This is an optimization exercise on Yosys and OpenROAD, whose aim is small area, a short achievable clock period and few clock cycles per item, not a production implementation. RTL that was checked went through simulation tests only; none was proved equivalent to the original.

==> inputs of v10 <==
==> flow/design.v (excerpt) <==
module mac_accumulator #(
  parameter int WIDTH     = 25,
  parameter int ACC_WIDTH = 64
) (
  input  logic                 clk,
  input  logic                 rst,
  input  logic                 in_valid,
  output logic                 in_ready,
  input  logic [WIDTH-1:0]     in_a,
  input  logic [WIDTH-1:0]     in_x,
  input  logic                 in_last,
  output logic                 out_valid,
  input  logic                 out_ready,
  output logic [ACC_WIDTH-1:0] out_sum,
  output logic [15:0]          out_count,
  output logic                 out_ovf
);
clock: 12.0 ns
lec_check: 0
cap_margin: 20
core_margin: 2
core_utilization: 40
slew_margin: 20
synth_hierarchical: 1
synth_minimum_keep_size: 0
standard.sh (not shown) runs the stock make flow with config.mk's settings and CLKGATE_MAP_FILE= SYNTH_SCRIPT=/design/flow/synth_recipe.tcl, a recipe that flattens the netlist after the stock synthesis.
==> flow/flow/run.sh <==
#!/bin/bash
# The standard layout (standard.sh) with two changes: repair_timing aims for
# 8.3 ns of setup slack on the 12 ns clock (so the achieved period shrinks), and the
# port buffers that buffer_ports inserts use sky130_fd_sc_hd__buf_2.
set -euo pipefail
EXTRA='SETUP_SLACK_MARGIN=8.3 "BUFFER_PORTS_ARGS=-buffer_cell sky130_fd_sc_hd__buf_2"'
sed "s|^make -C |make $EXTRA -C |" standard.sh > standard_tuned.sh
bash standard_tuned.sh > flow_make.log 2>&1
==> v15: changes against v10 <==
--- a/flow/config.mk
+++ b/flow/config.mk
@@ -8,6 +8,8 @@
 export CAP_MARGIN = 20
 export CORE_MARGIN = 2
 export CORE_UTILIZATION = 40
+export CTS_CLUSTER_DIAMETER = 100
+export CTS_CLUSTER_SIZE = 20
 export SLEW_MARGIN = 20
 export SYNTH_HIERARCHICAL = 1
 export SYNTH_MINIMUM_KEEP_SIZE = 0
==> reports/metrics.cfg <==
[outcome]
outcome=complete, no violations

[layout]
nets=2792
nNonClkBuffers=244

[global_routing]
track_usage=0.214
grt_use_met1=0.287

[sta]
fin_crit_ps=3700
setup_ws_ps=8300

The numbers above come from v10.

==> reports/metrics.cfg <==
[outcome]
outcome=complete, no violations

[layout]
nets=2767
nNonClkBuffers=239

[global_routing]
grt_use_met1=0.289
track_usage=0.213

[sta]
fin_crit_ps=3710

[yosys]
syn_area_per_cell_um2=12.2

The numbers above come from v15.

Testbench counts of v10, summed over its fixed seeds: cycles 16,312, beats 16,288.
Testbench counts of v15, summed over its fixed seeds: cycles 16,312, beats 16,288.

* * *

==> yarrow: inputs <==
Another version of the RTL of mac_accumulator (not shown whole).
==> flow/design.v (excerpt) <==
module mac_accumulator #(
  parameter int WIDTH     = 25,
  parameter int ACC_WIDTH = 64
) (
  input  logic                 clk,
  input  logic                 rst,
  input  logic                 in_valid,
  output logic                 in_ready,
  input  logic [WIDTH-1:0]     in_a,
  input  logic [WIDTH-1:0]     in_x,
  input  logic                 in_last,
  output logic                 out_valid,
  input  logic                 out_ready,
  output logic [ACC_WIDTH-1:0] out_sum,
  output logic [15:0]          out_count,
  output logic                 out_ovf
);
clock: 12.0 ns
lec_check: 0
cap_margin: 20
core_margin: 2
core_utilization: 40
slew_margin: 20
synth_hierarchical: 1
synth_minimum_keep_size: 0
==> flow/flow/run.sh <==
#!/bin/bash
# The standard layout (standard.sh), with repair_timing aiming for more setup slack than the
# 12 ns clock needs, so that the achieved period shrinks. Everything else is unchanged.
set -euo pipefail
sed 's/^make -C /make SETUP_SLACK_MARGIN=8.0 -C /' standard.sh > standard_margin.sh
bash standard_margin.sh > flow_make.log 2>&1
==> indigo (differences from yarrow) <==
--- a/flow/flow/run.sh
+++ b/flow/flow/run.sh
@@ -4,3 +4,3 @@
 set -euo pipefail
-sed 's/^make -C /make SETUP_SLACK_MARGIN=8.0 -C /' standard.sh > standard_margin.sh
+sed 's/^make -C /make SETUP_SLACK_MARGIN=8.8 -C /' standard.sh > standard_margin.sh
 bash standard_margin.sh > flow_make.log 2>&1
==> qor summary <==
item	yarrow	indigo
Status	no timing/DRC/antenna violations	no timing/DRC/antenna violations
Synth-to-Final Area Change	22.2%	36.7%
Routability cong.	0.855	0.854
Worst-path fanout max	5	8
Total Wirelength	80800 um	87000 um
Post-route clock period utilization	0.342	0.339
Instance count on the critical path	16	13
Hold_ws	427 ps	419 ps
R2R Setup Slk	7900 ps	7940 ps
Vias in the first global route	20389	20975
Met3 Wirelength	7980 um	7750 um
GR Util met2	0.368	0.413
No run of this note included a check of the RTL's function; only the layout flow was run.

afterwards: timing with drivers on the ports:
The results above use ideal ports. As a check the final layouts listed here were re-extracted and re-timed, cells and wires unchanged.
Step 1 sets driving cells, clkbuf_16 on the clock port and buf_2 on the other inputs (assumed; they add their load-dependent delay and slew).
Step 2 times the ports against the registers' clock, not the clock port: input delays grow and output delays shrink by t, the midpoint of the rising clock arrivals with the driver on.
a / b / c = ideal / step 1 / step 2; a / b = the first two.
| run | shift t [ns] | setup slack, ns | worst data-port slew with drivers (ns) |
|---|---|---|---|
| v10 | 0.636 | 8.295 / 8.269 / 7.855 | 0.07 |
| v15 | 0.615 | 8.294 / 8.285 / 7.843 | 0.07 |
| yarrow | 0.618 | 7.897 / 7.897 / 7.455 | 0.09 |
| indigo | 0.639 | 7.936 / 7.936 / 7.936 | 0.05 |
After both steps every run listed still meets setup and hold. The setup slack of v15, which loses most, moves by -0.009 ns with the drivers and by -0.451 ns with both steps.
